Background: an optimization exercise with open tools, aiming at a short achievable clock period and few clock cycles. Do not read the settings as production practice.
Function was checked by simulation only, so behaviour that the tests miss may differ from the original.
No activity file was given, so power comes from the tool's default toggle rates.

==> run Z: inputs <==
// cpu_top
module cpu_top (
	input  logic               clk_in,
	input  logic               rst_in,
	input  logic               rdy_in,
	input  logic [7:0]         mem_din,
	output logic [7:0]         mem_dout,
	output logic [18-1:0] mem_a,
	output logic               mem_wr
);
Settings: LEC_CHECK=0, ABC_CLOCK_PERIOD_IN_PS=3000, CAP_MARGIN=20, CORE_MARGIN=2, CORE_UTILIZATION=40, SETUP_SLACK_MARGIN=5, SLEW_MARGIN=20; clock period 8.5 ns.
run.sh (not shown) runs the stock make flow with config.mk's settings and CLKGATE_MAP_FILE= SYNTH_SCRIPT=/design/flow/synth_recipe.tcl, a recipe that flattens the netlist after the stock synthesis.
==> run X: changes against run Z <==
--- a/flow/design.v
+++ b/flow/design.v
@@ -86,23 +86,16 @@
 		st_idle, st_decode, st_execute, st_memory, st_writeback
 	} state_e;
 	logic               cur_fetch;
 	logic               cur_load;
 	logic               prv_fetch;
 	logic               prv_load;
-	logic [18-1:0] prv_a;       
-	localparam int CW = 4;           
-	localparam int TW = 18 - 2 - CW;
+	logic [18-1:0] fa;          
 	logic [32-1:0]   fpc;         
-	logic [18-1:2] ipc;         
-	logic [1:0]         icnt;        
-	logic [1:0]         ahead;       
-	logic [23:0]        asm_b;       
-	logic [(1<<CW)-1:0] c_valid;
-	logic [TW-1:0]      c_tag  [1<<CW];
-	logic [31:0]        c_data [1<<CW];
+	logic [63:0]        ib;          
+	logic [3:0]         ibn;         
 	state_e             state;
 	logic [31:0]        ir;
 	logic [32-1:0]   pc;
 	logic [32-1:0]   pc4;
 	logic [32-1:0]   op_a;
 	logic [32-1:0]   op_b;
@@ -200,21 +193,18 @@
 	end
 	logic               redirect;
 	logic [32-1:0]   redirect_pc;
 	logic               mem_start;
 	logic               mem_more;
 	logic               accept;
-	logic               hit_f;
-	logic               hit_i;
-	logic               fill;
-	logic               arrive_f;
+	logic [3:0]         ibn_in;
 	logic               take;
-	logic               skip;
-	logic               issue;
-	logic               ipc_step;
-	logic [31:0]        f_word;
+	logic [3:0]         ibn_next;
+	logic               room;
+	logic [18-1:0] next_fa;
+	logic [63:0]        ib_in;
 	always_comb begin
 		redirect = 1'b0;
 		redirect_pc = tgt;
 		if (state == st_decode && d_jal) begin
 			redirect = 1'b1;
 			redirect_pc = d_tgt;
@@ -226,101 +216,74 @@
 			redirect_pc = {sum[32-1:1], 1'b0};
 		end
 	end
 	assign mem_start = (state == st_execute) && (x_ld || x_st);
 	assign mem_more = (state == st_memory) && (m_left != 2'd0);
 	assign accept = (state == st_idle) || (state == st_writeback);
-	assign hit_f = c_valid[fpc[CW+1:2]] && (c_tag[fpc[CW+1:2]] == fpc[18-1:CW+2]);
-	assign hit_i = c_valid[ipc[CW+1:2]] && (c_tag[ipc[CW+1:2]] == ipc[18-1:CW+2]);
-	assign fill = prv_fetch && (prv_a[1:0] == 2'd3);
-	assign arrive_f = fill && (prv_a[18-1:2] == fpc[18-1:2]);
-	assign f_word = hit_f ? c_data[fpc[CW+1:2]] : {mem_din, asm_b};
-	assign take = accept && (hit_f || arrive_f) && !redirect;
-	assign skip = hit_i && (ahead != 2'd2);
-	assign issue = !hit_i && (ahead != 2'd2) && !mem_start && !mem_more;
-	assign ipc_step = skip || (issue && icnt == 2'd3);
-	always_ff @(posedge clk_in) begin
-		if (rst_in)
-			c_valid <= '0;
-		else if (fill)
-			c_valid[prv_a[CW+1:2]] <= 1'b1;
-	end
-	always_ff @(posedge clk_in) begin
-		if (fill) begin
-			c_tag[prv_a[CW+1:2]] <= prv_a[18-1:CW+2];
-			c_data[prv_a[CW+1:2]] <= {mem_din, asm_b};
-		end
+	always_comb begin
+		ib_in = ib;
+		if (prv_fetch)
+			ib_in[8*ibn[2:0] +: 8] = mem_din;
 	end
+	assign ibn_in = ibn + {3'b0, prv_fetch};
+	assign take = accept && (ibn_in >= 4'd4) && !redirect;
+	assign ibn_next = take ? ibn_in - 4'd4 : ibn_in;
+	assign room = (ibn_next + {3'b0, cur_fetch}) < 4'd8;
+	assign next_fa = cur_fetch ? mem_a + 18'(1) : fa;
 	always_ff @(posedge clk_in) begin
 		if (rst_in) begin
 			mem_a <= 32'h0000_0000;
 			mem_wr <= 1'b0;
 			cur_fetch <= 1'b1;
 			cur_load <= 1'b0;
 			prv_fetch <= 1'b0;
 			prv_load <= 1'b0;
 			fpc <= 32'h0000_0000;
-			ipc <= '0;
-			icnt <= 2'd1;
-			ahead <= 2'd0;
+			ibn <= 4'd0;
 			state <= st_idle;
 		end else if (rdy_in) begin
 			prv_fetch <= cur_fetch && !redirect;
 			prv_load <= cur_load;
-			prv_a <= mem_a;
-			if (prv_fetch)
-				case (prv_a[1:0])
-					2'd0: asm_b[7:0] <= mem_din;
-					2'd1: asm_b[15:8] <= mem_din;
-					2'd2: asm_b[23:16] <= mem_din;
-					default: ;
-				endcase
+			fa <= next_fa;
+			ib <= take ? {32'b0, ib_in[63:32]} : ib_in;
+			ibn <= ibn_next;
 			if (take) begin
-				ir <= f_word;
+				ir <= ib_in[31:0];
 				pc <= fpc;
 				fpc <= fpc + 32'(4);
 			end
 			if (redirect) begin
+				ibn <= 4'd0;
 				fpc <= redirect_pc;
-				ipc <= redirect_pc[18-1:2];
-				ahead <= 2'd0;
-				icnt <= 2'd1;
-				mem_a <= {redirect_pc[18-1:2], 2'b00};
+			end
+			if (redirect) begin
+				mem_a <= redirect_pc[18-1:0];
+				mem_wr <= 1'b0;
+				cur_fetch <= 1'b1;
+				cur_load <= 1'b0;
+			end else if (mem_start) begin
+				mem_a <= sum[18-1:0];
+				mem_wr <= x_st;
+				mem_dout <= sdata[7:0];
+				sdata <= sdata >> 8;
+				cur_fetch <= 1'b0;
+				cur_load <= x_ld;
+			end else if (mem_more) begin
+				mem_a <= mem_a + 18'(1);
+				mem_dout <= sdata[7:0];
+				sdata <= sdata >> 8;
+				cur_fetch <= 1'b0;
+			end else if (room) begin
+				mem_a <= next_fa;
 				mem_wr <= 1'b0;
 				cur_fetch <= 1'b1;
 				cur_load <= 1'b0;
 			end else begin
-				ahead <= ahead + {1'b0, ipc_step} - {1'b0, take};
-				if (ipc_step)
-					ipc <= ipc + 1'b1;
-				if (skip)
-					icnt <= 2'd0;
-				else if (issue)
-					icnt <= icnt + 2'd1;
-				if (mem_start) begin
-					mem_a <= sum[18-1:0];
-					mem_wr <= x_st;
-					mem_dout <= sdata[7:0];
-					sdata <= sdata >> 8;
-					cur_fetch <= 1'b0;
-					cur_load <= x_ld;
-				end else if (mem_more) begin
-					mem_a <= mem_a + 18'(1);
-					mem_dout <= sdata[7:0];
-					sdata <= sdata >> 8;
-					cur_fetch <= 1'b0;
-				end else if (issue) begin
-					mem_a <= {ipc, icnt};
-					mem_wr <= 1'b0;
-					cur_fetch <= 1'b1;
-					cur_load <= 1'b0;
-				end else begin
-					mem_wr <= 1'b0;
-					cur_fetch <= 1'b0;
-					cur_load <= 1'b0;
-				end
+				mem_wr <= 1'b0;
+				cur_fetch <= 1'b0;
+				cur_load <= 1'b0;
 			end
 			if (prv_load) begin
 				res[8*m_idx +: 8] <= mem_din;
 				m_idx <= m_idx + 2'd1;
 			end
 			case (state)
==> run E: changes against run Z <==
--- a/flow/design.v
+++ b/flow/design.v
@@ -1,34 +1,84 @@
+module ks_add #(
+	parameter int W = 32,
+	parameter int L = 5      
+) (
+	input  logic [W-1:0] a,
+	input  logic [W-1:0] b,
+	input  logic         cin,
+	output logic [W-1:0] s,
+	output logic         cout
+);
+	logic [W-1:0] g [L+1];
+	logic [W-1:0] p [L+1];
+	logic [W-1:0] c;
+	always_comb begin
+		g[0] = a & b;
+		p[0] = a ^ b;
+		g[0][0] = (a[0] & b[0]) | ((a[0] ^ b[0]) & cin);
+		for (int l = 0; l < L; l++) begin
+			for (int i = 0; i < W; i++) begin
+				if (i >= (1 << l)) begin
+					g[l+1][i] = g[l][i] | (p[l][i] & g[l][i-(1<<l)]);
+					p[l+1][i] = p[l][i] & p[l][i-(1<<l)];
+				end else begin
+					g[l+1][i] = g[l][i];
+					p[l+1][i] = p[l][i];
+				end
+			end
+		end
+		c = {g[L][W-2:0], cin};
+		s = (a ^ b) ^ c;
+		cout = g[L][W-1];
+	end
+endmodule
+module ks_inc #(
+	parameter int W = 32,
+	parameter int L = 5      
+) (
+	input  logic [W-1:0] a,
+	output logic [W-1:0] s
+);
+	logic [W-1:0] p [L+1];
+	always_comb begin
+		p[0] = a;
+		for (int l = 0; l < L; l++)
+			for (int i = 0; i < W; i++)
+				p[l+1][i] = (i >= (1 << l)) ? (p[l][i] & p[l][i-(1<<l)]) : p[l][i];
+		s = a ^ {p[L][W-2:0], 1'b1};
+	end
+endmodule
 module alu (
 	input  logic [32-1:0] a,
 	input  logic [32-1:0] b,
 	input  logic [9:0]       op,      
 	input  logic [2:0]       funct3,
 	output logic [32-1:0] sum,
 	output logic [32-1:0] result,
 	output logic             branch_taken
 );
-	logic [32:0]   diff;
+	logic [32-1:0] diff;
+	logic             nborrow;
 	logic             eq;
 	logic             lt;
 	logic             ltu;
 	logic [4:0]       shamt;
 	logic [32-1:0] sll_r;
 	logic [32-1:0] srl_r;
-	assign sum = a + b;
-	assign diff = {1'b0, a} - {1'b0, b};
+	ks_add #(.W(32)) add_i (.a(a), .b(b), .cin(1'b0), .s(sum), .cout());
+	ks_add #(.W(32)) sub_i (.a(a), .b(~b), .cin(1'b1), .s(diff), .cout(nborrow));
 	assign eq = (a == b);
-	assign ltu = diff[32];
+	assign ltu = !nborrow;
 	assign lt = (a[32-1] ^ b[32-1]) ? a[32-1] : diff[32-1];
 	assign shamt = b[4:0];
 	assign sll_r = a << shamt;
-	assign srl_r = $unsigned($signed({op[4] & a[32-1], a}) >>> shamt);
+	assign srl_r = 32'($signed({op[4] & a[32-1], a}) >>> shamt);
 	always_comb begin
 		result = '0;
 		if (op[0]) result = result | sum;
-		if (op[1]) result = result | diff[32-1:0];
+		if (op[1]) result = result | diff;
 		if (op[2]) result = result | sll_r;
 		if (op[3] | op[4]) result = result | srl_r;
 		if (op[5]) result = result | (a & b);
 		if (op[6]) result = result | (a | b);
 		if (op[7]) result = result | (a ^ b);
 		if (op[8]) result = result | 32'(lt);
@@ -131,12 +181,16 @@
 	logic [32-1:0]   imm_i, imm_s, imm_b, imm_u, imm_j;
 	logic [32-1:0]   rs1_data;
 	logic [32-1:0]   rs2_data;
 	logic [32-1:0]   d_tgt;
 	logic [9:0]         d_alu;
 	logic               alt;
+	logic [32-1:2]   fpc_inc;
+	logic [32-1:2]   pc_inc;
+	logic [18-1:2] ipc_inc;
+	logic [18-1:0] mem_a_inc;
 	assign opc = ir[6:0];
 	assign f3 = ir[14:12];
 	assign d_lui = (opc == OP_LUI);
 	assign d_auipc = (opc == OP_AUIPC);
 	assign d_jal = (opc == OP_JAL);
 	assign d_jalr = (opc == OP_JALR);
@@ -147,13 +201,17 @@
 	assign d_reg = (opc == OP_REG);
 	assign imm_i = {{20{ir[31]}}, ir[31:20]};
 	assign imm_s = {{20{ir[31]}}, ir[31:25], ir[11:7]};
 	assign imm_b = {{19{ir[31]}}, ir[31], ir[7], ir[30:25], ir[11:8], 1'b0};
 	assign imm_u = {ir[31:12], 12'b0};
 	assign imm_j = {{11{ir[31]}}, ir[31], ir[19:12], ir[20], ir[30:21], 1'b0};
-	assign d_tgt = pc + (d_jal ? imm_j : imm_b);
+	ks_add #(.W(32)) tgt_add_i (.a(pc), .b(d_jal ? imm_j : imm_b), .cin(1'b0), .s(d_tgt), .cout());
+	ks_inc #(.W(32-2)) fpc_inc_i (.a(fpc[32-1:2]), .s(fpc_inc));
+	ks_inc #(.W(32-2)) pc_inc_i (.a(pc[32-1:2]), .s(pc_inc));
+	ks_inc #(.W(18-2)) ipc_inc_i (.a(ipc), .s(ipc_inc));
+	ks_inc #(.W(18)) mem_a_inc_i (.a(mem_a), .s(mem_a_inc));
 	assign alt = ir[30] && (d_reg || (f3 == 3'b101));
 	always_comb begin
 		d_alu = '0;
 		if (d_imm || d_reg) begin
 			case (f3)
 				3'b000:  d_alu[alt ? 1 : 0] = 1'b1;
@@ -231,13 +289,13 @@
 	assign accept = (state == st_idle) || (state == st_writeback);
 	assign hit_f = c_valid[fpc[CW+1:2]] && (c_tag[fpc[CW+1:2]] == fpc[18-1:CW+2]);
 	assign hit_i = c_valid[ipc[CW+1:2]] && (c_tag[ipc[CW+1:2]] == ipc[18-1:CW+2]);
 	assign fill = prv_fetch && (prv_a[1:0] == 2'd3);
 	assign arrive_f = fill && (prv_a[18-1:2] == fpc[18-1:2]);
 	assign f_word = hit_f ? c_data[fpc[CW+1:2]] : {mem_din, asm_b};
-	assign take = accept && (hit_f || arrive_f) && !redirect;
+	assign take = accept && (hit_f || arrive_f);
 	assign skip = hit_i && (ahead != 2'd2);
 	assign issue = !hit_i && (ahead != 2'd2) && !mem_start && !mem_more;
 	assign ipc_step = skip || (issue && icnt == 2'd3);
 	always_ff @(posedge clk_in) begin
 		if (rst_in)
 			c_valid <= '0;
@@ -274,13 +332,13 @@
 					2'd2: asm_b[23:16] <= mem_din;
 					default: ;
 				endcase
 			if (take) begin
 				ir <= f_word;
 				pc <= fpc;
-				fpc <= fpc + 32'(4);
+				fpc <= {fpc_inc, fpc[1:0]};
 			end
 			if (redirect) begin
 				fpc <= redirect_pc;
 				ipc <= redirect_pc[18-1:2];
 				ahead <= 2'd0;
 				icnt <= 2'd1;
@@ -288,26 +346,26 @@
 				mem_wr <= 1'b0;
 				cur_fetch <= 1'b1;
 				cur_load <= 1'b0;
 			end else begin
 				ahead <= ahead + {1'b0, ipc_step} - {1'b0, take};
 				if (ipc_step)
-					ipc <= ipc + 1'b1;
+					ipc <= ipc_inc;
 				if (skip)
 					icnt <= 2'd0;
 				else if (issue)
 					icnt <= icnt + 2'd1;
 				if (mem_start) begin
 					mem_a <= sum[18-1:0];
 					mem_wr <= x_st;
 					mem_dout <= sdata[7:0];
 					sdata <= sdata >> 8;
 					cur_fetch <= 1'b0;
 					cur_load <= x_ld;
 				end else if (mem_more) begin
-					mem_a <= mem_a + 18'(1);
+					mem_a <= mem_a_inc;
 					mem_dout <= sdata[7:0];
 					sdata <= sdata >> 8;
 					cur_fetch <= 1'b0;
 				end else if (issue) begin
 					mem_a <= {ipc, icnt};
 					mem_wr <= 1'b0;
@@ -331,13 +389,13 @@
 					op_a <= d_lui ? '0 : d_auipc ? pc : rs1_data;
 					op_b <= (d_reg || d_br) ? rs2_data :
 						(d_lui || d_auipc) ? imm_u :
 						d_st ? imm_s : imm_i;
 					sdata <= rs2_data;
 					tgt <= d_tgt;
-					pc4 <= pc + 32'(4);
+					pc4 <= {pc_inc, pc[1:0]};
 					alu_op <= d_alu;
 					x_f3 <= f3;
 					x_rd <= ir[11:7];
 					x_wr <= d_lui || d_auipc || d_jal || d_jalr || d_ld || d_imm || d_reg;
 					x_ld <= d_ld;
 					x_st <= d_st;
==> flow/flow/run.sh (new file) <==
#!/bin/bash
# The standard layout, with timing repair aimed past the clock period's own slack
# (the constraints stay the design's; only how hard repair_timing works changes)
set -euo pipefail
MARGIN=5.5
bash standard.sh SETUP_SLACK_MARGIN=$MARGIN finish > standard_finish.log 2>&1
==> flow/standard.sh (new file) <==
#!/bin/bash
# synth_recipe.tcl (not shown) runs the flow's synth.tcl, then flattens the netlist and writes it again
# the make line also repeats each setting of config.mk as NAME=value (left out here)
make -C /OpenROAD-flow-scripts/flow DESIGN_CONFIG=/design/flow/config.mk WORK_HOME=/design/flow/orfs CLKGATE_MAP_FILE= SYNTH_SCRIPT=/design/flow/synth_recipe.tcl "${@:-finish}"
removed: flow/run.sh
==> comparison <==
In run Z the sequential power is higher than in run X, by about 50%. Against run Z, the utilization of run X is lower by 0.50 points. Worst setup slack, highest first: run E, run X, run Z. Via count, lowest first: run X, run Z, run E. Combinational power: run X < run Z < run E. Run Z ran to the end with no violations. Run E finished with timing, DRC and antenna clean. Run X finished clean.
==> figures <==
                                                             run E                    run Z                    run X
Met3 Resource Use GR                                       0.05116                  0.05265                  0.05512
Total number of sequential cells                              2143                     2143                     1439
Post-synthesis sequential area ratio                        0.6001                   0.6052                   0.5562
Clock network power                                        9.72 mW                  9.57 mW                  6.87 mW
Result of the run                          complete, no violations  complete, no violations  complete, no violations
Post-Syn Nets                                                 6816                     6702                     5566
Post-Synth Adder-Cell Area                                 0.01810                  0.01825                  0.02545
Crit path depth                                                 22                       23                       23
Number of global-route vias before repair                   67.68k                   65.15k                   50.58k
Maximum resistive drop on vdd                          0.0002203 V              0.0002072 V              0.0001892 V
Clk_buf instances                                              260                      265                      198
Testbench counts of run Z, summed over its fixed seeds: cycles 134,612.
Testbench counts of run X, summed over its fixed seeds: cycles 152,234.
Testbench counts of run E, summed over its fixed seeds: cycles 134,612.

==> re-timing with driven ports <==
How much do the figures lean on ideal ports? The routed layouts below were timed once more, with nothing changed but the port constraints. Step 1 assumes that a clkbuf_16 drives the clock port and a buf_2 every other input. Step 2 times the ports against the registers' clock, not the clock port: input delays grow and output delays shrink by t, the midpoint of the rising clock arrivals with the driver on. Three values: no drivers, after step 1, after step 2; two values: the first two.
| run | t, ns | setup WS [ns] | hold slack, ns |
|---|---|---|---|
| run Z | 0.957 | 3.327 / 3.327 / 3.327 | 0.424 / 0.424 / 0.424 |
| run X | 0.901 | 3.344 / 3.344 / 3.344 | 0.423 / 0.423 / 0.423 |
| run E | 0.978 | 3.576 / 3.576 / 3.576 | 0.399 / 0.399 / 0.399 |
After both steps setup and hold are still met in every run listed.
